This is an optimization exercise on Yosys and OpenROAD, whose aim is small area, not a production implementation.
Only simulation tests tie the RTL to the original design; equivalence was not proved.
No run shown here takes its clock network from TritonCTS; it comes from the design's own scripts or RTL.
The clock input has no modelled driver; a real chip could not lean on it and would need a root buffer or a full tree.
Power figures rest on the tool's default switching activity, not on a simulated workload.

==> design.v <==
`timescale 1ns/100ps
`default_nettype none
package la_bus_pkg;
    localparam int BUS_AW = 16;
    localparam int BUS_DW = 16;
    typedef struct packed {
        logic [BUS_AW-1:0] addr;
        logic [BUS_DW-1:0] data;
        logic              rw;
        logic              valid;
    } bus_t;
    localparam logic [7:0] ASCII_CR       = 8'h0D;
    localparam logic [7:0] ASCII_LF       = 8'h0A;
    localparam logic [7:0] CMD_READ       = "R";
    localparam logic [7:0] CMD_WRITE      = "W";
    localparam logic [7:0] REPLY_PREAMBLE = "D";
    localparam logic [BUS_AW-1:0] REG_STATE      = 16'd0;
    localparam logic [BUS_AW-1:0] REG_TRIG_LOC   = 16'd1;
    localparam logic [BUS_AW-1:0] REG_START      = 16'd2;
    localparam logic [BUS_AW-1:0] REG_STOP       = 16'd3;
    localparam logic [BUS_AW-1:0] REG_WPTR       = 16'd4;
    localparam logic [BUS_AW-1:0] REG_STROBE_OP  = 16'd5;
    localparam logic [BUS_AW-1:0] REG_STROBE_ARG = 16'd6;
    localparam logic [BUS_AW-1:0] REG_VALUE_OP   = 16'd7;
    localparam logic [BUS_AW-1:0] REG_VALUE_ARG  = 16'd8;
    localparam logic [BUS_AW-1:0] MEM_BASE       = 16'd16;
endpackage
`default_nettype wire
`timescale 1ns/100ps
`default_nettype none
package la_core_pkg;
    localparam int SAMPLE_DEPTH = 64;
    localparam int SAMPLE_AW    = 6;
    localparam int MEM_WORDS    = 2 * SAMPLE_DEPTH;
    localparam int PROBE_VW     = 16;
    typedef struct packed {
        logic                strobe;
        logic [PROBE_VW-1:0] value;
    } probe_t;
    typedef enum logic [3:0] {
        DISABLE,
        RISING,
        FALLING,
        CHANGING,
        GT,
        LT,
        GEQ,
        LEQ,
        EQ,
        NEQ
    } trig_op_e;
    typedef struct packed {
        trig_op_e            strobe_op;
        logic                strobe_arg;
        trig_op_e            value_op;
        logic [PROBE_VW-1:0] value_arg;
    } trig_cfg_t;
    typedef enum logic [2:0] {
        IDLE,
        FILL,
        ARMED,
        CAPTURING,
        DONE
    } cap_state_e;
endpackage
`default_nettype wire
`timescale 1ns/100ps
`default_nettype none
module cmd_decoder (
    input  logic        clk,
    input  logic        rst_i,
    input  logic        cmd_req_i,
    input  logic [7:0]  cmd_data_i,
    output logic        cmd_ack_o,
    input  logic        busy_i,
    output logic [15:0] sh_o,
    input  logic        wload_i,     
    input  logic [15:0] wdin_i,
    output logic [15:0] word_o,
    output logic [2:0]  wsel_o,
    output logic        wv_o,        
    output logic        rd_issue_o   
);
    logic [3:0] cs;
    logic [3:0] dig1;
    logic       shift;
    logic       take, is_term, is_hex;
    logic [3:0] hv;
    assign take    = cmd_req_i && !cmd_ack_o && !busy_i;
    assign is_term = (cmd_data_i == 8'h0D) || (cmd_data_i == 8'h0A);
    assign is_hex  = ((cmd_data_i[7:4] == 4'h3) && (!cmd_data_i[3] || (cmd_data_i[2:1] == 2'b00))) ||
                     ((cmd_data_i[7:3] == 5'b01000) && (cmd_data_i[2:0] != 3'd0) && (cmd_data_i[2:0] != 3'd7));
    assign hv      = cmd_data_i[6] ? {1'b1, cmd_data_i[2:0] + 3'd1} : cmd_data_i[3:0];
    assign rd_issue_o = take && (cs == 4'd14) && is_term;
    always_ff @(posedge clk) begin
        if (rst_i) begin
            cmd_ack_o <= 1'b0;
            cs        <= 4'd0;
            wv_o      <= 1'b0;
        end else begin
            wv_o <= 1'b0;
            if (take) begin
                cmd_ack_o <= 1'b1;
            end else if (!cmd_req_i) begin
                cmd_ack_o <= 1'b0;
            end
            if (take) begin
                if (cs == 4'd0) begin
                    if (cmd_data_i == "W") begin
                        cs <= 4'd1;
                    end else if (cmd_data_i == "R") begin
                        cs <= 4'd10;
                    end
                end else if ((cs == 4'd9) || (cs == 4'd14)) begin
                    cs   <= 4'd0;
                    wv_o <= is_term && (cs == 4'd9);
                end else if (is_hex) begin
                    cs <= cs + 4'd1;
                end else begin
                    cs <= 4'd0;
                end
            end
        end
    end
    assign sh_o  = {dig1, word_o[11:0]};
    assign shift = take && (cs != 4'd0) && (cs != 4'd9) && (cs != 4'd14) && is_hex;
    always_ff @(posedge clk) begin
        if (shift) begin
            if ((cs == 4'd1) || (cs == 4'd10)) begin
                dig1 <= hv;
            end else if (cs >= 4'd5 && cs <= 4'd8) begin
                dig1 <= word_o[11:8];
            end
        end
    end
    logic [2:0] wsel_n;
    always_comb begin
        case (sh_o)
            16'd1, 16'd2, 16'd3, 16'd5, 16'd6, 16'd7: wsel_n = sh_o[2:0];
            16'd8:   wsel_n = 3'd4;
            default: wsel_n = 3'd0;
        endcase
    end
    assign wsel_o = word_o[14:12];
    always_ff @(posedge clk) begin
        if (wload_i) begin
            word_o <= wdin_i;
        end else if (shift && (cs != 4'd1) && (cs != 4'd10)) begin
            word_o[11:0] <= {word_o[7:0], hv};
            if (cs == 4'd5) begin
                word_o[14:12] <= wsel_n;
            end
        end
    end
endmodule
`default_nettype wire
`timescale 1ns/100ps
`default_nettype none
module la_regs (
    input  logic        clk,
    input  logic        rst_i,
    input  logic        wv_i,
    input  logic [2:0]  wsel_i,
    input  logic [15:0] sh_i,
    input  logic [2:0]  state_i,
    input  logic [5:0]  wptr_i,
    output logic [5:0]  trig_loc_o,
    output logic        start_req_o,
    output logic        stop_req_o,
    output logic [3:0]  s_op_o,
    output logic        s_arg_o,
    output logic [3:0]  v_op_o,
    output logic [15:0] v_arg_o,
    output logic [15:0] regdata_o
);
    always_ff @(posedge clk) begin
        if (rst_i) begin
            trig_loc_o  <= '0;
            start_req_o <= 1'b0;
            stop_req_o  <= 1'b0;
            s_op_o      <= '0;
            s_arg_o     <= 1'b0;
            v_op_o      <= '0;
            v_arg_o     <= '0;
        end else if (wv_i) begin
            case (wsel_i)
                3'd1: trig_loc_o  <= sh_i[5:0];
                3'd2: start_req_o <= sh_i[0];
                3'd3: stop_req_o  <= sh_i[0];
                3'd4: v_arg_o     <= sh_i;
                3'd5: s_op_o      <= sh_i[3:0];
                3'd6: s_arg_o     <= sh_i[0];
                3'd7: v_op_o      <= sh_i[3:0];
                default: begin
                end
            endcase
        end
    end
    always_comb begin
        case (sh_i)
            16'd0:   regdata_o = {13'd0, state_i};
            16'd1:   regdata_o = {10'd0, trig_loc_o};
            16'd2:   regdata_o = {15'd0, start_req_o};
            16'd3:   regdata_o = {15'd0, stop_req_o};
            16'd4:   regdata_o = {10'd0, wptr_i};
            16'd5:   regdata_o = {12'd0, s_op_o};
            16'd6:   regdata_o = {15'd0, s_arg_o};
            16'd7:   regdata_o = {12'd0, v_op_o};
            16'd8:   regdata_o = v_arg_o;
            default: regdata_o = 16'd0;
        endcase
    end
endmodule
`default_nettype wire
`timescale 1ns/100ps
`default_nettype none
module trigger_unit (
    input  logic        clk,
    input  logic [16:0] probe_i,
    input  logic [3:0]  s_op_i,
    input  logic        s_arg_i,
    input  logic [3:0]  v_op_i,
    input  logic [15:0] v_arg_i,
    output logic [16:0] probe_prev_o,
    output logic        trig_o
);
    function automatic logic eval_op(input logic [3:0] op, input logic lt, input logic eq);
        case (op)
            4'd1, 4'd4: eval_op = !lt && !eq;
            4'd2, 4'd5: eval_op = lt;
            4'd3, 4'd9: eval_op = !eq;
            4'd6:       eval_op = !lt;
            4'd7:       eval_op = lt || eq;
            4'd8:       eval_op = eq;
            default:    eval_op = 1'b0;
        endcase
    endfunction
    always_ff @(posedge clk) begin
        probe_prev_o <= probe_i;
    end
    logic [15:0] v_ref;
    logic        s_ref;
    assign v_ref  = ((v_op_i == 4'd1) || (v_op_i == 4'd2) || (v_op_i == 4'd3)) ? probe_prev_o[15:0] : v_arg_i;
    assign s_ref  = ((s_op_i == 4'd1) || (s_op_i == 4'd2) || (s_op_i == 4'd3)) ? probe_prev_o[16] : s_arg_i;
    logic vlt, veq;
    always_comb begin
        vlt = 1'b0;
        veq = 1'b1;
        for (int i = 15; i >= 0; i--) begin
            vlt = vlt || (veq && !probe_i[i] && v_ref[i]);
            veq = veq && (probe_i[i] == v_ref[i]);
        end
    end
    assign trig_o = eval_op(s_op_i, !probe_i[16] && s_ref, probe_i[16] == s_ref) ||
                    eval_op(v_op_i, vlt, veq);
endmodule
`default_nettype wire
`timescale 1ns/100ps
`default_nettype none
module capture_ctrl (
    input  logic       clk,
    input  logic       rst_i,
    input  logic       start_req_i,
    input  logic       stop_req_i,
    input  logic       trig_i,
    input  logic [5:0] trig_loc_i,
    output logic [2:0] state_o,
    output logic [5:0] wptr_o,
    output logic       we_o,
    output logic       go_o          
);
    logic [5:0] gap;         
    logic       start_q, stop_q;
    logic       stop_edge;
    assign we_o      = !state_o[2] && (state_o[1:0] != 2'd0);
    assign stop_edge = stop_req_i && !stop_q;
    assign go_o      = (state_o == 3'd0) && start_req_i && !start_q;
    always_ff @(posedge clk) begin
        if (rst_i) begin
            state_o <= 3'd0;
            wptr_o  <= '0;
            gap     <= 6'h3F;
            start_q <= 1'b0;
            stop_q  <= 1'b0;
        end else begin
            start_q <= start_req_i;
            stop_q  <= stop_req_i;
            case (state_o)
                3'd0: begin
                    wptr_o <= '0;
                    gap    <= 6'h3F;
                    if (go_o) begin
                        state_o <= 3'd1;
                    end
                end
                3'd1: begin
                    wptr_o <= wptr_o + 6'd1;
                    gap    <= gap - 6'd1;
                    if (wptr_o == trig_loc_i) begin
                        state_o <= trig_i ? 3'd3 : 3'd2;
                    end
                end
                3'd2: begin
                    wptr_o <= wptr_o + 6'd1;
                    if (trig_i) begin
                        state_o <= 3'd3;
                    end
                end
                3'd3: begin
                    wptr_o <= wptr_o + 6'd1;
                    gap    <= gap - 6'd1;
                    if (gap == 6'd0) begin
                        state_o <= 3'd4;
                    end
                end
                default: begin
                end
            endcase
            if (stop_edge) begin
                state_o <= 3'd0;
            end
        end
    end
endmodule
`default_nettype wire
`timescale 1ns/100ps
`default_nettype none
module sample_mem (
    input  logic        clk,
    input  logic        rst_i,
    input  logic [16:0] probe_i,
    input  logic [16:0] probe_prev_i,
    input  logic        we_i,
    input  logic        go_i,
    input  logic [3:0]  rbank_i,
    output logic [16:0] rdata_o,     
    output logic [1:0]  ph_o,
    output logic [1:0]  dly_o
);
    logic        we1, we2, we3, we_d;
    logic [16:0] probe2, probe3, wdata;
    logic [3:0]  bcnt;
    logic [15:0] ins;
    always_ff @(posedge clk) begin
        if (rst_i) begin
            ph_o  <= 2'd0;
            dly_o <= 2'd0;
        end else begin
            ph_o <= ph_o + 2'd1;
            if (go_i) begin
                dly_o <= ~ph_o;
            end
        end
    end
    always_ff @(posedge clk) begin
        we1    <= we_i;
        we2    <= we1;
        we3    <= we2;
        probe2 <= probe_prev_i;
        probe3 <= probe2;
        if (!we_d) begin
            bcnt <= 4'd2;
        end else if (ph_o == 2'd3) begin
            bcnt <= bcnt + 4'd1;
        end
    end
    always_comb begin
        case (dly_o)
            2'd0:    begin we_d = we_i; wdata = probe_i;      end
            2'd1:    begin we_d = we1;  wdata = probe_prev_i; end
            2'd2:    begin we_d = we2;  wdata = probe2;       end
            default: begin we_d = we3;  wdata = probe3;       end
        endcase
        for (int i = 0; i < 16; i++) begin
            ins[i] = we_d && (bcnt == 4'(i));
        end
    end
    logic [16:0] pos0 [0:15];
    genvar b;
    generate
        for (b = 0; b < 16; b = b + 1) begin : g_bank
            logic [16:0] r0, r1, r2, r3;
            always_ff @(posedge clk) begin
                r0 <= r1;
                r1 <= r2;
                r2 <= r3;
                r3 <= ins[b] ? wdata : r0;
            end
            assign pos0[b] = r0;
        end
    endgenerate
    always_comb begin
        rdata_o = '0;
        for (int i = 0; i < 16; i++) begin
            rdata_o = rdata_o | (pos0[i] & {17{rbank_i == 4'(i)}});
        end
    end
endmodule
`default_nettype wire
`timescale 1ns/100ps
`default_nettype none
module reply_encoder (
    input  logic        clk,
    input  logic        rst_i,
    input  logic        rd_issue_i,
    input  logic [15:0] sh_i,
    input  logic [15:0] regdata_i,
    input  logic [1:0]  ph_i,
    input  logic [1:0]  dly_i,
    input  logic [16:0] rdata_i,
    output logic [3:0]  rbank_o,
    output logic        wload_o,
    output logic [15:0] wdin_o,
    input  logic [15:0] word,
    output logic        busy_o,
    output logic        rsp_req_o,
    output logic [7:0]  rsp_data_o,
    input  logic        rsp_ack_i
);
    logic        pv;
    logic [2:0]  idx;
    logic [2:0]  rcnt;       
    logic        rv, is_mem;
    logic [1:0]  wx;
    logic [2:0]  wait_c;
    logic [15:0] memword;
    logic [3:0]  nib;
    assign rv      = pv && (idx == 3'd0);
    assign is_mem  = (sh_i[15:8] == 8'd0) && (sh_i[7] ? (sh_i[6:4] == 3'd0) : (sh_i[6:4] != 3'd0));
    assign wx      = sh_i[2:1] - (ph_i + 2'd1);
    assign wait_c  = (wx >= dly_i) ? {1'b0, wx} : {1'b1, wx};
    assign rbank_o = word[3:0];
    assign memword = word[4] ? {15'd0, rdata_i[16]} : rdata_i[15:0];
    always_ff @(posedge clk) begin
        if (rst_i) begin
            rcnt <= 3'd7;
        end else if (rv && is_mem) begin
            rcnt <= wait_c;
        end else if (rcnt == 3'd0) begin
            rcnt <= 3'd7;
        end else if (rcnt != 3'd7) begin
            rcnt <= rcnt - 3'd1;
        end
    end
    assign wload_o = rv || (rcnt == 3'd0);
    assign wdin_o  = !rv ? memword : is_mem ? {11'd0, sh_i[0], sh_i[6:3]} : regdata_i;
    always_ff @(posedge clk) begin
        if (rst_i) begin
            rsp_req_o <= 1'b0;
            busy_o    <= 1'b0;
            pv        <= 1'b0;
            idx       <= 3'd0;
        end else if (!busy_o) begin
            if (rd_issue_i) begin
                pv  <= 1'b1;
                idx <= 3'd0;
            end else if (pv) begin
                if (idx == 3'd4) begin
                    pv        <= 1'b0;
                    idx       <= 3'd0;
                    busy_o    <= 1'b1;
                    rsp_req_o <= 1'b1;
                end else begin
                    idx <= idx + 3'd1;
                end
            end
        end else if (rsp_req_o) begin
            if (rsp_ack_i) begin
                rsp_req_o <= 1'b0;
            end
        end else if (!rsp_ack_i) begin
            if (idx == 3'd6) begin
                busy_o <= 1'b0;
            end else begin
                idx       <= idx + 3'd1;
                rsp_req_o <= 1'b1;
            end
        end
    end
    always_comb begin
        case (idx)
            3'd1:    nib = (rcnt == 3'd0) ? memword[15:12] : word[15:12];
            3'd2:    nib = word[11:8];
            3'd3:    nib = word[7:4];
            default: nib = word[3:0];
        endcase
        case (idx)
            3'd0:    rsp_data_o = "D";
            3'd1, 3'd2, 3'd3, 3'd4:
                     rsp_data_o = (nib < 4'd10) ? {4'h3, nib} : {5'b01000, nib[2:0] - 3'd1};
            3'd5:    rsp_data_o = 8'h0D;
            default: rsp_data_o = 8'h0A;
        endcase
    end
endmodule
`default_nettype wire
`timescale 1ns/100ps
`default_nettype none
module la_top (
    input  logic       clk,
    input  logic       rst_i,
    input  logic       cmd_req_i,
    input  logic [7:0] cmd_data_i,
    output logic       cmd_ack_o,
    output logic       rsp_req_o,
    output logic [7:0] rsp_data_o,
    input  logic       rsp_ack_i,
    input  logic [16:0] probe_i
);
    logic [15:0] sh;
    logic [15:0] word, wdin;
    logic        wload;
    logic [2:0]  wsel;
    logic        wv, rd_issue, busy;
    logic [5:0]  trig_loc;
    logic        start_req, stop_req;
    logic [3:0]  s_op, v_op;
    logic        s_arg;
    logic [15:0] v_arg;
    logic [15:0] regdata;
    logic [16:0] probe_prev;
    logic        trig;
    logic [2:0]  state;
    logic [5:0]  wptr;
    logic        we, go;
    logic [3:0]  rbank;
    logic [16:0] rdata;
    logic [1:0]  ph, dly;
    cmd_decoder i_cmd_decoder (
        .clk, .rst_i, .cmd_req_i, .cmd_data_i, .cmd_ack_o,
        .busy_i(busy), .sh_o(sh), .wload_i(wload), .wdin_i(wdin), .word_o(word), .wsel_o(wsel), .wv_o(wv), .rd_issue_o(rd_issue)
    );
    la_regs i_la_regs (
        .clk, .rst_i, .wv_i(wv), .wsel_i(wsel), .sh_i(sh),
        .state_i(state), .wptr_i(wptr),
        .trig_loc_o(trig_loc), .start_req_o(start_req), .stop_req_o(stop_req),
        .s_op_o(s_op), .s_arg_o(s_arg), .v_op_o(v_op), .v_arg_o(v_arg),
        .regdata_o(regdata)
    );
    trigger_unit i_trigger_unit (
        .clk, .probe_i, .s_op_i(s_op), .s_arg_i(s_arg), .v_op_i(v_op), .v_arg_i(v_arg),
        .probe_prev_o(probe_prev), .trig_o(trig)
    );
    capture_ctrl i_capture_ctrl (
        .clk, .rst_i, .start_req_i(start_req), .stop_req_i(stop_req),
        .trig_i(trig), .trig_loc_i(trig_loc),
        .state_o(state), .wptr_o(wptr), .we_o(we), .go_o(go)
    );
    sample_mem i_sample_mem (
        .clk, .rst_i, .probe_i, .probe_prev_i(probe_prev), .we_i(we), .go_i(go),
        .rbank_i(rbank), .rdata_o(rdata), .ph_o(ph), .dly_o(dly)
    );
    reply_encoder i_reply_encoder (
        .clk, .rst_i, .rd_issue_i(rd_issue), .sh_i(sh), .regdata_i(regdata),
        .ph_i(ph), .dly_i(dly), .rdata_i(rdata), .rbank_o(rbank),
        .wload_o(wload), .wdin_o(wdin), .word(word),
        .busy_o(busy), .rsp_req_o, .rsp_data_o, .rsp_ack_i
    );
endmodule
`default_nettype wire
==> flow/run.sh <==
#!/bin/bash
# The standard layout (standard.sh), with these changes:
#  - synthesis maps logic with an area-oriented abc script and without
#    extract_fa (synth_wrap.tcl, abc_area.script); everything else in it is
#    synth_recipe.tcl, and the registers are the standard synthesis's;
#  - CTS adds no dummy loads, and after CTS the branch and leaf clock buffers
#    become inverters (clk_inv.tcl);
#  - ports are buffered with the smallest buffer (the resizer still sizes it).
# Each tool's output goes to its own log here: standard_cts.log and
# standard_finish.log (make, with ORFS's per-step logs under orfs/logs) and
# clk_inv.log (openroad).
set -euo pipefail
export FLOW_SYNTH_TCL="$PWD/synth_recipe.tcl"
export AREA_ABC_SCRIPT="$PWD/flow/abc_area.script"
export CTS_ARGS="-sink_clustering_enable -repair_clock_nets -sink_clustering_size 22 -sink_clustering_max_diameter 60 -buf_list sky130_fd_sc_hd__clkbuf_8 -dont_use_dummy_load"
export BUFFER_PORTS_ARGS="-buffer_cell sky130_fd_sc_hd__buf_1"
bash standard.sh SYNTH_SCRIPT="$PWD/flow/synth_wrap.tcl" cts > standard_cts.log 2>&1
R="$PWD/orfs/results/$FLOW_PLATFORM/la_top/base"
PLATFORM_DIR="$FLOW_HOME/platforms/$FLOW_PLATFORM" CTS_ODB="$R/4_cts.odb" CTS_SDC="$R/4_cts.sdc" \
  openroad -no_init -exit flow/clk_inv.tcl > clk_inv.log 2>&1
bash standard.sh SYNTH_SCRIPT="$PWD/flow/synth_wrap.tcl" finish > standard_finish.log 2>&1
==> flow/abc_area.script <==
&get -n
&st
&syn3
&dch
&nf -R 1000 -p -C 32
&st
&syn3
&dch
&nf -R 1000 -p -C 32
&st
&syn3
&dch
&nf -R 1000 -p -C 32
&put
topo
stime -c
upsize -c
dnsize -c
==> flow/clk_inv.tcl <==
# Runs between CTS and global routing. CTS builds the clock tree from
# clkbuf_8 buffers (root, one level of branch buffers, leaf buffers). The
# branch and leaf buffers are replaced here by inv_8 inverters in the same
# place: two inversions on every path keep the clock's polarity, and inv_8
# is smaller than clkbuf_8 with at least the same drive. The root buffer
# stays a buffer. Placement is unchanged (inv_8 is narrower than clkbuf_8);
# routing and the post-CTS repair steps follow in the standard flow.
read_lef $::env(PLATFORM_DIR)/lef/sky130_fd_sc_hd.tlef
read_lef $::env(PLATFORM_DIR)/lef/sky130_fd_sc_hd_merged.lef
read_liberty $::env(PLATFORM_DIR)/lib/sky130_fd_sc_hd__tt_025C_1v80.lib
read_db $::env(CTS_ODB)
read_sdc $::env(CTS_SDC)
source $::env(PLATFORM_DIR)/setRC.tcl

set db [ord::get_db]
set block [ord::get_db_block]
set inv [$db findMaster sky130_fd_sc_hd__inv_8]

proc buf_to_inv {inst inv} {
  set block [ord::get_db_block]
  set name [$inst getName]
  set loc [$inst getLocation]
  set orient [$inst getOrient]
  set innet [[$inst findITerm A] getNet]
  set outnet [[$inst findITerm X] getNet]
  odb::dbInst_destroy $inst
  set ni [odb::dbInst_create $block $inv $name]
  $ni setOrient $orient
  $ni setLocation [lindex $loc 0] [lindex $loc 1]
  $ni setPlacementStatus PLACED
  [$ni findITerm A] connect $innet
  [$ni findITerm Y] connect $outnet
}

# every path is root -> branch -> leaf -> register; check that before
# touching anything, so that each register sees exactly two inversions
set leaves {}
set branches {}
foreach inst [$block getInsts] {
  set m [[$inst getMaster] getName]
  set n [$inst getName]
  if {$m ne "sky130_fd_sc_hd__clkbuf_8"} { continue }
  if {[string match "clkbuf_leaf_*_clk" $n]} { lappend leaves $inst }
  if {[string match "clkbuf_*__f_clk" $n]} { lappend branches $inst }
}
set ok 1
foreach b $branches {
  foreach it [[[$b findITerm X] getNet] getITerms] {
    set i [$it getInst]
    if {$i eq $b} { continue }
    if {[lsearch -exact $leaves $i] < 0} { set ok 0; puts "branch [$b getName] drives [$i getName]" }
  }
}
foreach l $leaves {
  set drv [[[$l findITerm A] getNet] getName]
  if {![string match "clknet_*__leaf_clk" $drv]} { set ok 0; puts "leaf [$l getName] driven by $drv" }
  foreach it [[[$l findITerm X] getNet] getITerms] {
    set i [$it getInst]
    if {$i eq $l} { continue }
    if {![string match "*df*" [[$i getMaster] getName]]} { set ok 0; puts "leaf [$l getName] drives [$i getName]" }
  }
}
puts "leaf buffers [llength $leaves], branch buffers [llength $branches], tree shape ok: $ok"
if {$ok && [llength $leaves] > 0 && [llength $branches] > 0} {
  foreach i [concat $leaves $branches] { buf_to_inv $i $inv }
  estimate_parasitics -placement
  set w 0
  foreach p [get_pins -hierarchical */CLK] {
    foreach s [list [get_property $p slew_max_rise] [get_property $p slew_max_fall]] { if {$s > $w} { set w $s } }
  }
  puts "worst register clock pin slew after the change: $w"
  report_worst_slack -min
  report_worst_slack -max
  write_db $::env(CTS_ODB)
} else {
  puts "clock tree left as CTS built it"
}
==> flow/synth_wrap.tcl <==
# The standard flow's synthesis (synth_recipe.tcl, sourced unchanged below) with two
# changes to how the logic is mapped:
#  - abc uses an area-oriented script (abc_area.script) instead of ORFS's
#    speed script;
#  - extract_fa is skipped, so adders and comparators go to abc as plain
#    logic instead of being fixed as half/full-adder cells first.
# Neither touches the registers: they are the standard synthesis's, with
# the same names and cell types.
proc abc {args} {
  set i [lsearch $args -script]
  if { $i >= 0 } {
    set args [lreplace $args [expr {$i + 1}] [expr {$i + 1}] $::env(AREA_ABC_SCRIPT)]
  }
  yosys abc {*}$args
}
proc extract_fa {args} {
  puts "extract_fa skipped"
}
source $::env(FLOW_SYNTH_TCL)
==> standard.sh <==
#!/bin/bash
# synth_recipe.tcl (not shown) runs the flow's synth.tcl, then flattens the netlist and writes it again
# the make line also repeats each setting of config.mk as NAME=value (left out here)
make -C /OpenROAD-flow-scripts/flow DESIGN_CONFIG=/design/flow/config.mk WORK_HOME=/design/flow/orfs CLKGATE_MAP_FILE= SYNTH_SCRIPT=/design/flow/synth_recipe.tcl "${@:-finish}"
==> config.mk <==
export PLATFORM = sky130hd
export DESIGN_NAME = la_top
export DESIGN_NICKNAME = la_top
export VERILOG_FILES = /design/flow/design.v
export SDC_FILE = /design/flow/constraint.sdc
export NUM_CORES = 4
export LEC_CHECK = 0
export CAP_MARGIN = 20
export CORE_MARGIN = 2
export CORE_UTILIZATION = 60
export CTS_BUF_LIST = sky130_fd_sc_hd__clkbuf_8
export CTS_CLUSTER_DIAMETER = 60
export CTS_CLUSTER_SIZE = 22
export PLACE_DENSITY = 0.75
export SLEW_MARGIN = 20
==> constraint.sdc <==
create_clock -name core_clock -period 8.0 [get_ports {clk}]
set_input_delay 1.6000 -clock core_clock [delete_from_list [all_inputs] [get_ports {clk}]]
set_output_delay 1.6000 -clock core_clock [all_outputs]
set_load 0.01 [all_outputs]
==> flow_summary.toml, run 1 <==
[finish]
design_area_um2 = 34700
nets = 2785
final_cell_mix = "dfxtp_1, nand2_1, nor2_1"
final_common_cell = "dfxtp_1"
fillers = 4050
area_delta_synth_final_pct = 7.20
layout-drive-gt1-share_pct = 5.77

[timing]
slew_viol_final = 0
relSlewSlack_pct = 25.7
setup_viol = 0
worstMarginPinSlew_ns = 1.11
fin_setup_tns_ns = 0
worst_slack_ns = 1.73
grt_setup_unrepaired = "false"
fmax_mhz = 159
final-hold-violation-count = 0
fin_crit_sh_pct = 78.4
finalClockSkew_ns = 0.0865
post-route-min-period_ns = 6.27

[placed_design]
post-dp-hpwl_mm = 50.3
io_buffers = 37
gp_congestion = 0.937
pre_cts_ws_ns = 2.51
placement.cell_area_um2 = 33900

[setup_path]
required_ns = 6.40
crit_fanout = 15
rr_startpoint = "i_la_regs.v_op_o[0]"
start_kind = "flip-flop"
cp.arrival_ns = 4.67
worstSetupPathType = "flip-flop to output port"
end_kind = "output port"
reg2regPathDepth = 18
timing.rr.end = "i_capture_ctrl.state_o[0]"
r2r_slack_ns = 3.72

[global_routing]
antenna_found_initial = 7
grt_pass1_wl_mm = 119
grt_overflow_total = 0
grt.total_usage_pct = 28.2
grt_start_max_net_pins = 61
grt_pass1_vias = 19500

[floorplan]
rows = 85
io_pins = 39
initial_utilization_pct = 60.4
dieArea_um2 = 55900
die_x_um = 236
die_y_um = 236
core-area_um2 = 53600

[logic_synthesis]
synthCells = 2595
ys_warn_count = 7
ys_seq_elements = 1235
syn-num-nets = 2624
ys_types = 64
syn_area_um2 = 32400
yosysSeqAreaShare_pct = 76.9
synthArstFlopShare_pct = 0
synth-main-ff-cell = "dfxtp_1"
synth_edf_count = 20
avgSynthCellArea_um2 = 12.5

[clock_network]
clkSinkCount = 1235
holdBufCountCts = 0
cts_resized = 0
cts_setup_buffers = 0
clk_pin_slew_ns = 0.11
insertion_delay_ns = 0.72

[min_path]
whs_endpoint = "i_sample_mem.g_bank[8].r1[2]"
hold_path.class = "flip-flop to flip-flop"
hold_start = "i_sample_mem.g_bank[8].r2[2]"
hold_depth = 0

[power_and_ir_drop]
p_leak_nw = 13.4
powerDensity_nw_per_um2 = 264
ir_worst_vdd_mv = 0.185
power.total_mw = 9.17

[drt]
route.detailed.drc = 0
wl_mm = 78.5
drt_iter0_drc = 2330
drt-vias-per-instance = 5.81
first_pass_iters = 10
ant_nets = 0
num_vias = 20100
wire_per_inst_um = 22.7

[outcome]
status = "no timing/DRC/antenna violations"

[job]
maxCapViolations = 0
worst max-delay path, cell delays in order (launching register included):
cell,delay (ns)
edfxtp_1,0.88
nand2b_1,0.36
nor3_4,0.58
buf_4,0.41
a222oi_1,0.17
nand4_1,0.19
o21ai_1,0.12
a22oi_1,0.24
o22ai_1,0.15
a21oi_1,0.27
nand2b_1,0.15
xnor2_1,0.15
o21ai_1,0.15
buf_1,0.18
power breakdown:
group | internal, mW | switching (mW) | leakage (nW)
clock | 0.305 | 2.09 | 0.425
combinational | 0.0834 | 0.188 | 2.54
sequential | 6.40 | 0.101 | 10.4
total | 6.79 | 2.38 | 13.4
how the worst max path moves through the flow:
stage | slack [ns] | end | cells after the start | from
after floorplan | 3.12 | rsp_data_o[0] | 12 | i_cmd_decoder.word_o[0]
after global placement | 2.69 | rsp_data_o[2] | 14 | i_cmd_decoder.word_o[2]
final | 1.73 | rsp_data_o[1] | 13 | i_cmd_decoder.word_o[2]
after detailed placement | 2.51 | rsp_data_o[1] | 13 | i_cmd_decoder.word_o[2]
after global routing | 1.48 | rsp_data_o[2] | 14 | i_cmd_decoder.word_o[2]
after CTS | 1.78 | rsp_data_o[2] | 14 | i_cmd_decoder.word_o[2]
kinds of logic after synthesis:
| logic type | count (synthesis) | synth area share, % |
|---|---|---|
| flops | 1235 | 76.9 |
| simple gates | 679 | 9.27 |
| compound gates | 578 | 10.9 |
| mux | 65 | 2.08 |
| xor+xnor | 21 | 0.568 |
| buf+inv | 16 | 0.209 |
| other cells | 1 | 0.0116 |
state kept, by name, indices dropped and copies added, names as in the netlist, 3 cells and up:
register / count
i_sample_mem.probe2: 17
i_capture_ctrl.gap: 6
i_la_regs.v_op_o: 4
i_sample_mem.bcnt: 4
i_la_regs.s_op_o: 4
i_la_regs.trig_loc_o: 6
i_reply_encoder.rcnt: 3
i_cmd_decoder.word_o: 16
i_sample_mem.probe3: 17
i_cmd_decoder.cs: 4
i_capture_ctrl.wptr_o: 6
i_sample_mem.g_bank.r1: 272
i_trigger_unit.probe_prev_o: 17
i_sample_mem.g_bank.r0: 272
i_capture_ctrl.state_o: 3
i_sample_mem.g_bank.r3: 272
i_sample_mem.g_bank.r2: 272
i_la_regs.v_arg_o: 16
i_reply_encoder.idx: 3
i_cmd_decoder.dig1: 4
layer usage:
| layer | global-route usage (%) | part of all wire, % | up-vias |
|---|---|---|---|
| met5 | 0 | 0.043 | - |
| met4 | 10.8 | 4.0 | 6 |
| met3 | 5.25 | 7.9 | 204 |
| met2 | 43.8 | 44 | 863 |
| met1 | 39.5 | 44 | 9637 |
| li1 | - | - | 9357 |
per-stage QoR:
step | std cells | utilization [%] | hold WS (ns)
after floorplan | 2595 | - | 0.310
after global placement | 3379 | 63.3 | 0.310
after detailed placement | 3379 | 63.3 | 0.312
after CTS | 3449 | 65.1 | 0.283
after global routing | 3452 | 64.8 | 0.295
final | 3452 | 64.8 | 0.288
area by class of cell:
cell class	count	area, um2	area share (%)
Inverter	83	830	2.39
Clock buffer	1	13.8	0.0396
Sequential cell	1235	24900	71.8
Antenna cell	2	5.00	0.0144
Timing Repair Buffer	91	566	1.63
Multi-Input combinational cell	1344	7520	21.7
Tap cell	696	871	2.51
Yosys cell counts, types with 8 or more instances:
cell | number | share of area, %
nor2b_1 | 14 | 0.27
o22ai_1 | 15 | 0.29
nand2b_1 | 19 | 0.37
nand3_1 | 17 | 0.26
mux2_1 | 18 | 0.63
mux2i_1 | 47 | 1.5
a211oi_1 | 11 | 0.25
a221oi_1 | 13 | 0.35
nor2_1 | 246 | 2.8
a22o_1 | 8 | 0.22
clkinv_1 | 13 | 0.15
or3_1 | 8 | 0.15
nand4_1 | 23 | 0.44
dfxtp_1 | 1215 | 75
and3_1 | 8 | 0.15
nor3_1 | 41 | 0.63
a21oi_1 | 172 | 2.7
edfxtp_1 | 20 | 1.9
a222oi_1 | 66 | 2.0
and2_0 | 8 | 0.15
o21ai_0 | 211 | 3.3
nand2_1 | 256 | 3.0
a22oi_1 | 44 | 1.0
xnor2_1 | 15 | 0.41
==> run 2, diff against run 1 <==
--- a/flow/abc_area.script
+++ b/flow/abc_area.script
@@ -14,5 +14 @@
 &put
-topo
-stime -c
-upsize -c
-dnsize -c
--- a/config.mk
+++ b/config.mk
@@ -13,2 +13,3 @@
 export CTS_CLUSTER_SIZE = 22
+export GPL_ROUTABILITY_DRIVEN = 0
 export PLACE_DENSITY = 0.75
==> run 2 against run 1 <==
  * First-iteration DRC count rose by 13%
  * Sequential share of layout area is 0.15 points higher
  * Die area fell by 0.22%
  * Core utilization hardly changed
  * Largest cell class unchanged
  * Wire length up 1.3%
  * Via count grew 0.39%
  * Worst setup slack lost 0.24 ns
  * Power is 0.19% lower
  * Design area fell by 0.20%
  * Non-clock buffer count grew 2
  * Final cell count hardly changed
  * Largest power group unchanged
==> flow_summary.toml, run 2 <==
[outcome]
status = "no timing/DRC/antenna violations"

[floorplan]
initial_utilization_pct = 60.4
io_pins = 39
core-area_um2 = 53500
die_x_um = 236
die_y_um = 236
dieArea_um2 = 55800
rows = 85

[setup_path]
worstSetupPathType = "flip-flop to output port"
start_kind = "flip-flop"
r2r_slack_ns = 3.07
cp.arrival_ns = 4.91
crit_fanout = 19
required_ns = 6.40
timing.rr.end = "i_capture_ctrl.state_o[0]"
startpoint = "i_cmd_decoder.word_o[0]"
end_kind = "output port"
reg2regPathDepth = 18
rr_startpoint = "i_la_regs.v_op_o[1]"
cp-endpoint = "rsp_data_o[1]"

[min_path]
hold_path.class = "flip-flop to flip-flop"

[logic_synthesis]
yosysTopAreaCell = "dfxtp_1"
synth_top_area_share_pct = 75.2
synth.most_common_cell = "dfxtp_1"
yosys-top-cells-count = "dfxtp_1, nand2_1, nor2_1"
synth_edf_count = 20
syn-num-nets = 2624
syn_area_um2 = 32300
ys_warn_count = 7
ys_seq_elements = 1235
synthCells = 2595
avgSynthCellArea_um2 = 12.5
synthArstFlopShare_pct = 0
ys_types = 55
yosysSeqAreaShare_pct = 77.1
synthTopCellsByArea = "dfxtp_1, o21ai_0, nand2_1"
synth-main-ff-cell = "dfxtp_1"

[finish]
fillers = 4050
final_cell_mix = "dfxtp_1, nand2_1, nor2_1"
design_area_um2 = 34700
nets = 2785
layout-drive-gt1-share_pct = 5.52
area_delta_synth_final_pct = 7.22
final_common_cell = "dfxtp_1"
multi_input_area_um2 = 7460
ff_latch_area_um2 = 24900

[drt]
num_vias = 20100
wl_mm = 79.5
drt-vias-per-instance = 5.83
route.detailed.drc = 0
ant_nets = 0
first_pass_iters = 10
wire_per_inst_um = 23.0
drt_iter0_drc = 2635

[timing]
finalClockSkew_ns = 0.0696
final-hold-violation-count = 0
fin_setup_tns_ns = 0
fin_crit_sh_pct = 81.4
setup_viol = 0
relSlewSlack_pct = 21.8
post-route-min-period_ns = 6.51
hold-worst-slack_ns = 0.279
fmax_mhz = 154
grt_setup_unrepaired = "false"
slew_viol_final = 0
worstMarginPinSlew_ns = 1.17
worst_slack_ns = 1.49

[global_routing]
antenna_found_initial = 6
grt_overflow_total = 0
grt_start_max_net_pins = 61
grt.total_usage_pct = 28.5
grt_pass1_vias = 19300
grt_pass1_wl_mm = 119

[placed_design]
io_buffers = 37
placement.cell_area_um2 = 33900
post-dp-hpwl_mm = 51.9
pre_cts_ws_ns = 2.47

[power_and_ir_drop]
clock_power_share_pct = 25.9
p_leak_nw = 13.3
ir_worst_vdd_mv = 0.228
internal_power_mw = 6.78
p_sw_share_pct = 25.9
powerDensity_nw_per_um2 = 264
comb_power_share_pct = 2.9
p_sw_mw = 2.37
seq_power_share_pct = 71.2

[clock_network]
cts_setup_buffers = 0
clk_pin_slew_ns = 0.11
insertion_delay_ns = 0.72
cts_resized = 0
clkSinkCount = 1235
holdBufCountCts = 0

[job]
maxCapViolations = 0
==> run 2: changes by cell type in the layout (fill, tap and decap cells not counted), sizes merged <==
cell,previous run,this run
and2b,1,0
and4bb,1,0
buf,90,92
clkinv,13,14
diode,2,3
inv,70,67
nor2b,14,15
nor4bb,0,1
==> run 2: worst min-delay path by stage <==
stage                              startpoint                        endpoint  slack [ns]  depth (start not counted)
6_report       i_sample_mem.g_bank[15].r3[13]  i_sample_mem.g_bank[15].r2[13]        0.28                          0
5_1_grt        i_sample_mem.g_bank[14].r2[13]  i_sample_mem.g_bank[14].r1[13]        0.28                          0
4_1_cts         i_sample_mem.g_bank[14].r1[5]   i_sample_mem.g_bank[14].r0[5]        0.27                          0
3_5_place_dp   i_sample_mem.g_bank[10].r1[10]  i_sample_mem.g_bank[10].r0[10]        0.31                          0
3_3_place_gp     i_sample_mem.g_bank[8].r1[1]    i_sample_mem.g_bank[8].r0[1]        0.31                          0
2_1_floorplan    i_sample_mem.g_bank[0].r1[0]    i_sample_mem.g_bank[0].r0[0]        0.31                          0
==> run 2: cells by family after synthesis <==
logic type                after synthesis  synth area share [%]
xor gates and xnor gates               21                 0.569
buffers and inverters                  16                 0.209
muxes                                  65                  2.08
and+or+nand+nor                       679                  9.06
other                                   1                0.0116
AOI/OAI and AO/OA                     578                  11.0
DFF                                  1235                  77.1
==> run 2: routing by layer <==
layer	up-vias	wire length, um	global-route usage (%)
met4	6	4350	13.4
met3	288	7860	6.47
met5	-	34	0
met1	9520	33900	40.3
met2	969	33400	42.0
li1	9362	-	-
==> run 2: metrics by stage <==
stage | util, % | cells | power [mW]
after floorplan | - | 2595 | 6.75
after global placement | 63.3 | 3381 | 6.89
after detailed placement | 63.3 | 3382 | 6.91
after CTS | 65.1 | 3450 | 9.28
after global routing | 64.8 | 3451 | 9.46
final | 64.8 | 3453 | 9.15
==> run 2: power groups by stage <==
| stage | clock, mW | sequential (mW) | combinational, mW |
|---|---|---|---|
| after floorplan | 0 | 6.59 | 0.161 |
| after global placement | 0 | 6.64 | 0.251 |
| final | 2.37 | 6.51 | 0.268 |
| after detailed placement | 0 | 6.65 | 0.263 |
| after CTS | 2.50 | 6.51 | 0.265 |
| after global routing | 2.63 | 6.53 | 0.300 |
==> run 2: final cells by class <==
| cell class | instances | share of cell area, % |
|---|---|---|
| inverter | 81 | 2.33 |
| antenna | 3 | 0.0217 |
| sequential | 1235 | 71.9 |
| tap | 696 | 2.51 |
| multi-input combinational | 1344 | 21.5 |
| clock buffer | 1 | 0.0397 |
| timing repair buffer | 93 | 1.67 |
==> run 2: critical path, stage by stage (launching register included) <==
cell      delay (ns)
edfxtp_1        0.88
nand2_1         0.31
nor2_2          0.64
buf_4           0.38
a221oi_1        0.15
nand4_1         0.13
o21ai_0         0.12
nand2_1         0.11
o21ai_0         0.10
a21oi_1         0.19
o22ai_1         0.19
a21oi_1         0.38
nand2b_1        0.16
xnor2_1         0.14
o21ai_0         0.18
buf_1           0.17
==> run 3, diff against run 2 <==
--- a/config.mk
+++ b/config.mk
@@ -13,3 +13,2 @@
 export CTS_CLUSTER_SIZE = 22
-export GPL_ROUTABILITY_DRIVEN = 0
 export PLACE_DENSITY = 0.75
==> run 3 against run 2 <==
  * Still clean on timing, DRC and antenna
  * Design area fell by 0.13%
  * Final cell count shrank 0.17%
  * Power up 0.16%
  * Critical path depth stayed put
  * Clock skew up 0.015 ns
  * Critical endpoint unchanged
  * Clock power about the same
  * Flip-flop and latch count unchanged
  * Clock-buffer cell count did not move
  * Sequential power barely moved
  * Via count hardly changed
==> flow_summary.toml, run 3 <==
[floorplan]
die_y_um = 236
rows = 85
core-area_um2 = 53500
die_x_um = 236
initial_utilization_pct = 60.4
io_pins = 39
dieArea_um2 = 55800

[setup_path]
rr_startpoint = "i_la_regs.v_op_o[0]"
timing.critical_path.mode_cell = "o21ai_0"
timing.rr.end = "i_capture_ctrl.state_o[0]"
start_kind = "flip-flop"
end_kind = "output port"
cp_cell_sequence = "nand2b_1 -> nor3_2 -> buf_4 -> a22oi_1 -> nand4_1 -> o21ai_0 -> nand2_1 -> o21ai_0 -> a21oi_1 -> o22ai_1 -> a21oi_1 -> nand2b_1 -> xnor2_1 -> o21ai_0 -> buf_1"
crit_fanout = 18
cp.arrival_ns = 5.07
r2r_slack_ns = 3.57
crit_family = "simple AND/OR/NAND/NOR gates"
slowest_stage = "nor3_2"
worstSetupPathType = "flip-flop to output port"
critical_path_depth = 15
required_ns = 6.40
critPathBufInv = 2
critPathMaxStageDelay_ns = 0.97
reg2regPathDepth = 17

[global_routing]
grt_overflow_total = 0
grt_pass1_vias = 19100
grt_start_max_net_pins = 61
grt_pass1_wl_mm = 120
grt.total_usage_pct = 28.8
antenna_found_initial = 7

[min_path]
hold_depth = 0
hold_start = "i_sample_mem.g_bank[8].r2[12]"
whs_endpoint = "i_sample_mem.g_bank[8].r1[12]"
hold_path.class = "flip-flop to flip-flop"

[logic_synthesis]
synth_edf_count = 20
synthArstFlopShare_pct = 0
yosys-top-cells-count = "dfxtp_1, nand2_1, nor2_1"
ys_warn_count = 7
ys_types = 55
avgSynthCellArea_um2 = 12.5
yosysSeqAreaShare_pct = 77.1
syn_area_um2 = 32300
synth-main-ff-cell = "dfxtp_1"
synth_top_area_share_pct = 75.2
synthTopCellsByArea = "dfxtp_1, o21ai_0, nand2_1"
synthCells = 2595
ys_seq_elements = 1235
yosysTopAreaCell = "dfxtp_1"
syn-num-nets = 2624
synth.most_common_cell = "dfxtp_1"

[placed_design]
gp_congestion = 0.948
post-dp-hpwl_mm = 53.4
io_buffers = 37

[finish]
final_common_cell = "dfxtp_1"
area_delta_synth_final_pct = 7.09
layout-drive-gt1-share_pct = 5.42
final_cell_mix = "dfxtp_1, nand2_1, nor2_1"
nets = 2781

[drt]
drt_iter0_drc = 2163
first_pass_iters = 13
drt-vias-per-instance = 5.85
ant_nets = 0
wire_per_inst_um = 23.3
wl_mm = 80.3
num_vias = 20200
route.detailed.drc = 0

[timing]
fin_crit_sh_pct = 83.4
slew_viol_final = 0
grt_setup_unrepaired = "false"
relSlewSlack_pct = 19.7
fin_setup_tns_ns = 0
setup_viol = 0
worstMarginPinSlew_ns = 1.20
hold-worst-slack_ns = 0.278
finalClockSkew_ns = 0.0847
final-hold-violation-count = 0
post-route-min-period_ns = 6.67
fmax_mhz = 150

[clock_network]
clk_pin_slew_ns = 0.12
cts_resized = 0
clkSinkCount = 1235
cts_setup_buffers = 0
insertion_delay_ns = 0.75
holdBufCountCts = 0

[job]
maxCapViolations = 0

[outcome]
status = "no timing/DRC/antenna violations"

[power_and_ir_drop]
ir_worst_vdd_mv = 0.211
powerDensity_nw_per_um2 = 265
power.total_mw = 9.16
p_leak_nw = 13.3
-- run 3: per-stage QoR --
stage	cell area [um2]	utilization (%)	cells	worst slack, ns
floorplan	32300	-	2595	2.51
global placement	33800	63.2	3377	2.39
detailed placement	33800	63.2	3377	2.24
CTS	34800	65.0	3445	1.46
global route	34600	64.7	3446	1.18
finish	34600	64.7	3447	1.33
-- run 3: how the worst max path moves through the flow --
stage	startpoint	to	slack (ns)
after global placement	i_cmd_decoder.word_o[1]	rsp_data_o[1]	2.39
after detailed placement	i_cmd_decoder.word_o[1]	rsp_data_o[1]	2.24
after CTS	i_cmd_decoder.word_o[1]	rsp_data_o[1]	1.46
after global routing	i_cmd_decoder.word_o[1]	rsp_data_o[1]	1.18
after floorplan	i_cmd_decoder.word_o[0]	rsp_data_o[1]	2.51
final	i_cmd_decoder.word_o[1]	rsp_data_o[1]	1.33
-- run 3: area by class of cell --
type                            count  area [um2]
Antenna cell                        1        2.50
Clock buffer                        1        13.8
Fill cell                        4017       18900
Inverter                           81         807
Multi-Input combinational cell   1344        7460
Sequential cell                  1235       24900
Tap cell                          696         871
Timing Repair Buffer               89         538
-- run 3: worst register-to-register path: stages, from the launching register on --
cell,delay (ns)
dfxtp_1,0.48
nor2_1,0.10
nor3_2,0.11
buf_4,0.32
mux2i_1,0.16
a222oi_1,0.36
nor2b_1,0.21
nand2_1,0.11
nor4_1,0.27
nand4b_1,0.19
or3b_1,0.43
nor4bb_1,0.55
a211oi_1,0.15
nor4b_1,0.42
nor2_1,0.14
nand2_1,0.10
a21oi_1,0.07
a211oi_1,0.21
-- run 3: cells by family after synthesis --
| group | count (synthesis) | share of synthesized area [%] |
|---|---|---|
| DFF | 1235 | 77.1 |
| and+or+nand+nor | 679 | 9.06 |
| AOI/OAI and AO/OA | 578 | 11.0 |
| muxes | 65 | 2.08 |
| xor gates and xnor gates | 21 | 0.569 |
| buffers and inverters | 16 | 0.209 |
| other | 1 | 0.0116 |
-- run 3: metal layers --
| layer | track usage [%] | vias up | share of wire (%) |
|---|---|---|---|
| met4 | 11.8 | 12 | 4.2 |
| met3 | 6.20 | 211 | 8.6 |
| li1 | - | 9354 | - |
| met1 | 40.7 | 9717 | 44 |
| met2 | 43.5 | 860 | 44 |
| met5 | 0 | - | 0.11 |
-- run 3: power breakdown --
part / internal [mW] / switching (mW)
Sequential: 6.40 / 0.114
Clock: 0.297 / 2.08
Combinational: 0.0822 / 0.193
==> run 4, diff against run 3 <==
--- a/flow/run.sh
+++ b/flow/run.sh
@@ -15,2 +15,3 @@
 export CTS_ARGS="-sink_clustering_enable -repair_clock_nets -sink_clustering_size 22 -sink_clustering_max_diameter 60 -buf_list sky130_fd_sc_hd__clkbuf_8 -dont_use_dummy_load"
+export GLOBAL_PLACEMENT_ARGS="-timing_driven_net_reweight_overflow {25 15}"
 export BUFFER_PORTS_ARGS="-buffer_cell sky130_fd_sc_hd__buf_1"
==> run 4 against run 3 <==
  * Final cell count decreased by 0.35%
  * Clock-buffer cell count stayed put
  * Combinational power is 3% lower
  * Largest cell class unchanged
==> flow_summary.toml, run 4 <==
[logic_synthesis]
synthArstFlopShare_pct = 0
yosysTopAreaCell = "dfxtp_1"
avgSynthCellArea_um2 = 12.5
ys_seq_elements = 1235
synth_top_area_share_pct = 75.2
ys_warn_count = 7
syn-num-nets = 2624
synthCells = 2595
yosysSeqAreaShare_pct = 77.1
synth-main-ff-cell = "dfxtp_1"
synth_edf_count = 20
syn_area_um2 = 32300
ys_types = 55
yosys-top-cells-count = "dfxtp_1, nand2_1, nor2_1"
synthTopCellsByArea = "dfxtp_1, o21ai_0, nand2_1"
synth.most_common_cell = "dfxtp_1"

[global_routing]
grt_pass1_vias = 19300
grt_overflow_total = 0
grt.total_usage_pct = 28.0
grt_start_max_net_pins = 61
grt_pass1_wl_mm = 118
antenna_found_initial = 10

[setup_path]
crit_fanout = 19
cp-endpoint = "rsp_data_o[1]"
start_kind = "flip-flop"
reg2regPathDepth = 17
required_ns = 6.40
r2r_slack_ns = 3.28
timing.rr.end = "i_capture_ctrl.state_o[0]"
cp.arrival_ns = 5.19
startpoint = "i_cmd_decoder.word_o[0]"
end_kind = "output port"
worstSetupPathType = "flip-flop to output port"
rr_startpoint = "i_la_regs.v_op_o[0]"

[timing]
worstMarginPinSlew_ns = 1.17
relSlewSlack_pct = 22.3
grt_setup_unrepaired = "false"
fmax_mhz = 147
final-hold-violation-count = 0
worst_slack_ns = 1.21
slew_viol_final = 0
finalClockSkew_ns = 0.0989
post-route-min-period_ns = 6.79
fin_setup_tns_ns = 0
setup_viol = 0
fin_crit_sh_pct = 84.8

[clock_network]
cts_resized = 0
insertion_delay_ns = 0.73
clkSinkCount = 1235
cts_setup_buffers = 0
holdBufCountCts = 0
clk_pin_slew_ns = 0.11

[drt]
route.detailed.drc = 0
wire_per_inst_um = 22.8
wl_mm = 78.2
first_pass_iters = 7
drt-vias-per-instance = 5.81
drt_iter0_drc = 2301
num_vias = 20000
ant_nets = 0

[placed_design]
dp_cells = 3360
pre_cts_ws_ns = 2.03
post-dp-hpwl_mm = 49.3
gp_congestion = 0.982
io_buffers = 37

[finish]
nets = 2767
final_cell_mix = "dfxtp_1, nand2_1, nor2_1"
stdcell_count = 3435
fillers = 3973
final_common_cell = "dfxtp_1"
fin_util_pct = 64.8
layout-drive-gt1-share_pct = 5.37
area_delta_synth_final_pct = 7.18

[min_path]
hold_start = "i_sample_mem.g_bank[0].r2[14]"
hold_path.class = "flip-flop to flip-flop"

[power_and_ir_drop]
p_leak_nw = 13.3
ir_worst_vdd_mv = 0.200
powerDensity_nw_per_um2 = 265

[floorplan]
dieArea_um2 = 55800
rows = 85
die_x_um = 236
io_pins = 39
initial_utilization_pct = 60.4
core-area_um2 = 53500
die_y_um = 236

[job]
maxCapViolations = 0

[outcome]
status = "no timing/DRC/antenna violations"
-- run 4: cell counts after synthesis --
Identical to the previous run, type by type.
-- run 4: power breakdown --
group          switching (mW)  total (mW)  internal (mW)
logic                   0.187       0.267         0.0801
clock network            2.10        2.40          0.305
registers               0.109        6.51           6.40
total                    2.39        9.18           6.78
-- run 4: critical path, stage by stage (launching register included) --
cell and delay, ns:
edfxtp_1 0.88, nand2_1 0.41, nor3_2 0.96, buf_4 0.38, a222oi_1 0.11, nand4_1 0.18
o21ai_0 0.19, a22oi_1 0.27, o22ai_1 0.19, a21oi_1 0.31, nand2b_1 0.15, xnor2_1 0.14
o21ai_0 0.16, buf_1 0.17
-- run 4: cell families (layout without fill, tap and decap cells) --
group,count (synthesis),in the layout,share of synthesized area (%)
compound gates,578,578,11.0
xor+xnor,21,21,0.569
buf+inv,16,157,0.209
flops,1235,1235,77.1
mux,65,65,2.08
other cells,1,4,0.0116
simple gates,679,679,9.06
-- run 4: final cells by class --
| type | instances | area [um2] | area share [%] |
|---|---|---|---|
| Clock buffer | 1 | 13.8 | 0.0397 |
| Antenna cell | 3 | 7.51 | 0.0217 |
| Timing Repair Buffer | 73 | 450 | 1.30 |
| Sequential cell | 1235 | 24900 | 71.9 |
| Multi-Input combinational cell | 1344 | 7550 | 21.8 |
| Inverter | 83 | 830 | 2.39 |
| Tap cell | 696 | 871 | 2.51 |
-- run 4: how the worst min path moves through the flow --
stage | to | slack, ns | depth (start not counted)
6_report | i_sample_mem.g_bank[0].r1[14] | 0.25 | 0
5_1_grt | i_sample_mem.g_bank[0].r1[14] | 0.25 | 0
4_1_cts | i_sample_mem.g_bank[3].r1[15] | 0.26 | 0
3_5_place_dp | i_sample_mem.g_bank[11].r0[14] | 0.31 | 0
3_3_place_gp | i_sample_mem.g_bank[3].r1[3] | 0.31 | 0
2_1_floorplan | i_sample_mem.g_bank[0].r0[0] | 0.31 | 0
-- run 4: layer usage --
metal	global-route usage [%]	vias to the layer above	routed length [um]
met5	0	-	57
met4	10.7	10	3180
met3	6.07	237	6710
met2	43.6	909	34600
met1	38.7	9471	33600
li1	-	9333	-
-- run 4: stage by stage --
step	area, um2	power (mW)	hold slack, ns
floorplan	32300	6.75	0.310
global placement	33800	6.88	0.310
detailed placement	33800	6.90	0.312
CTS	34700	9.30	0.258
global route	34600	9.48	0.251
finish	34600	9.18	0.253
==> run 5, diff against run 4 <==
--- a/flow/run.sh
+++ b/flow/run.sh
@@ -15,3 +15,3 @@
 export CTS_ARGS="-sink_clustering_enable -repair_clock_nets -sink_clustering_size 22 -sink_clustering_max_diameter 60 -buf_list sky130_fd_sc_hd__clkbuf_8 -dont_use_dummy_load"
-export GLOBAL_PLACEMENT_ARGS="-timing_driven_net_reweight_overflow {25 15}"
+export GLOBAL_PLACEMENT_ARGS="-timing_driven_net_reweight_overflow {40 25 15}"
 export BUFFER_PORTS_ARGS="-buffer_cell sky130_fd_sc_hd__buf_1"
==> run 5 against run 4 <==
  * Combinational power hardly changed
  * Still clean
  * Non-clock buffer count stayed put
  * Wire length stayed put
  * Critical endpoint unchanged
==> flow_summary.toml, run 5 <==
[logic_synthesis]
synth_edf_count = 20
synthTopCellsByArea = "dfxtp_1, o21ai_0, nand2_1"
synth.most_common_cell = "dfxtp_1"
ys_warn_count = 7
synth_top_area_share_pct = 75.2
synthCells = 2595
syn_area_um2 = 32300
synth-main-ff-cell = "dfxtp_1"
syn-num-nets = 2624
ys_seq_elements = 1235
yosys-top-cells-count = "dfxtp_1, nand2_1, nor2_1"
synthArstFlopShare_pct = 0
yosysTopAreaCell = "dfxtp_1"
yosysSeqAreaShare_pct = 77.1
ys_types = 55
avgSynthCellArea_um2 = 12.5

[setup_path]
start_kind = "flip-flop"
reg2regPathDepth = 17
crit_fanout = 19
end_kind = "output port"
rr_startpoint = "i_la_regs.v_op_o[0]"
required_ns = 6.40
cp.arrival_ns = 5.19
startpoint = "i_cmd_decoder.word_o[0]"
timing.rr.end = "i_capture_ctrl.state_o[0]"
worstSetupPathType = "flip-flop to output port"
r2r_slack_ns = 3.28
cp-endpoint = "rsp_data_o[1]"

[min_path]
hold_path.class = "flip-flop to flip-flop"
hold_depth = 0

[drt]
ant_nets = 0
wl_mm = 78.2
drt-vias-per-instance = 5.81
first_pass_iters = 7
num_vias = 20000
route.detailed.drc = 0
drt_iter0_drc = 2301
wire_per_inst_um = 22.8

[power_and_ir_drop]
ir_worst_vdd_mv = 0.200
power.total_mw = 9.18
powerDensity_nw_per_um2 = 265
p_leak_nw = 13.3

[floorplan]
initial_utilization_pct = 60.4
die_y_um = 236
dieArea_um2 = 55800
die_x_um = 236
core-area_um2 = 53500
io_pins = 39
rows = 85

[global_routing]
met1_usage_pct = 38.7
grt_pass1_vias = 19300
met3_usage_pct = 6.07
grt_overflow_total = 0
antenna_found_initial = 10
met2_usage_pct = 43.6
grt_start_max_net_pins = 61
grt_pass1_wl_mm = 118
busiest_layer = "met2"
grt.total_usage_pct = 28.0

[finish]
final_cell_mix = "dfxtp_1, nand2_1, nor2_1"
layout-drive-gt1-share_pct = 5.37
area_delta_synth_final_pct = 7.18
final_common_cell = "dfxtp_1"
nets = 2767

[placed_design]
post-dp-hpwl_mm = 49.3
gp_congestion = 0.982
io_buffers = 37

[timing]
final-hold-violation-count = 0
fin_setup_tns_ns = 0
setup_viol = 0
relSlewSlack_pct = 22.3
finalClockSkew_ns = 0.0989
fmax_mhz = 147
fin_crit_sh_pct = 84.8
slew_viol_final = 0
grt_setup_unrepaired = "false"
post-route-min-period_ns = 6.79
worstMarginPinSlew_ns = 1.17

[clock_network]
clk_pin_slew_ns = 0.11
holdBufCountCts = 0
clkSinkCount = 1235
cts_resized = 0
insertion_delay_ns = 0.73
cts_setup_buffers = 0

[job]
maxCapViolations = 0

[outcome]
status = "no timing/DRC/antenna violations"
run 5: cell counts in the layout (fill, tap and decap cells not counted):
Identical to the previous run, type by type.
run 5: logic make-up (layout without fill, tap and decap cells):
group	count (synthesis)	after routing	share of synthesized area, %
compound gates	578	578	11.0
xor+xnor	21	21	0.569
buf+inv	16	157	0.209
flops	1235	1235	77.1
mux	65	65	2.08
other cells	1	4	0.0116
simple gates	679	679	9.06
run 5: layout make-up:
class | instances | area [um2]
Sequential cell | 1235 | 24900
Fill cell | 3973 | 18800
Multi-Input combinational cell | 1344 | 7550
Tap cell | 696 | 871
Inverter | 83 | 830
Timing Repair Buffer | 73 | 450
Clock buffer | 1 | 13.8
Antenna cell | 3 | 7.51
run 5: power breakdown:
group          switching, mW  internal [mW]
Combinational          0.187         0.0801
Clock                   2.10          0.305
Sequential             0.109           6.40
Total                   2.39           6.78
run 5: worst min path at each step:
stage | start | endpoint | slack (ns)
global placement | i_sample_mem.g_bank[3].r2[3] | i_sample_mem.g_bank[3].r1[3] | 0.31
CTS | i_sample_mem.g_bank[3].r2[15] | i_sample_mem.g_bank[3].r1[15] | 0.26
floorplan | i_sample_mem.g_bank[0].r1[0] | i_sample_mem.g_bank[0].r0[0] | 0.31
global route | i_sample_mem.g_bank[0].r2[14] | i_sample_mem.g_bank[0].r1[14] | 0.25
detailed placement | i_sample_mem.g_bank[11].r1[14] | i_sample_mem.g_bank[11].r0[14] | 0.31
finish | i_sample_mem.g_bank[0].r2[14] | i_sample_mem.g_bank[0].r1[14] | 0.25
run 5: worst max-delay path, stage by stage (launching register included):
cell	delay, ns
edfxtp_1	0.88
nand2_1	0.41
nor3_2	0.96
buf_4	0.38
a222oi_1	0.11
nand4_1	0.18
o21ai_0	0.19
a22oi_1	0.27
o22ai_1	0.19
a21oi_1	0.31
nand2b_1	0.15
xnor2_1	0.14
o21ai_0	0.16
buf_1	0.17
run 5: per-layer routing:
metal	wire, um	up-vias
li1	-	9333
met1	33600	9471
met2	34600	909
met3	6710	237
met4	3180	10
met5	57	-
run 5: metrics by stage:
step / area, um2 / cells / hold WS [ns] / setup slack (ns) / utilization (%)
after floorplan: 32300 / 2595 / 0.310 / 2.51 / -
after global placement: 33800 / 3359 / 0.310 / 2.26 / 63.1
after detailed placement: 33800 / 3360 / 0.312 / 2.03 / 63.1
after CTS: 34700 / 3430 / 0.258 / 1.28 / 64.9
after global routing: 34600 / 3434 / 0.251 / 1.08 / 64.8
final: 34600 / 3435 / 0.253 / 1.21 / 64.8

re-timing with driven ports:
How much do the figures lean on ideal ports? The routed layouts below were timed once more, with nothing changed but the port constraints. Step 1: set_driving_cell puts a clkbuf_16 on clk and a buf_2 on each other input, an assumption about the parent block. Step 2 also shifts input and output timing later by t, the mid clock arrival at the registers, as if the neighbouring blocks saw the same clock. Three values: ideal, step 1, step 2; two values: the first two.
run | t (ns) | setup WS [ns] | worst setup path at the end | worst register clock-pin slew, ns | worst slew at a driven data input, ns
run 1 | 0.740 | 1.729 / 1.669 / 2.409 | register to output | 0.12 / 0.12 | 0.21
run 2 | 0.746 | 1.488 / 1.424 / 2.171 | register to output | 0.12 / 0.12 | 0.11
run 3 | 0.750 | 1.326 / 1.271 / 2.020 | register to output | 0.12 / 0.12 | 0.15
run 4 | 0.729 | 1.215 / 1.157 / 1.886 | register to output | 0.12 / 0.12 | 0.11
run 5 | 0.729 | 1.215 / 1.157 / 1.886 | register to output | 0.12 / 0.12 | 0.11
After both steps setup and hold are still met in every run listed.
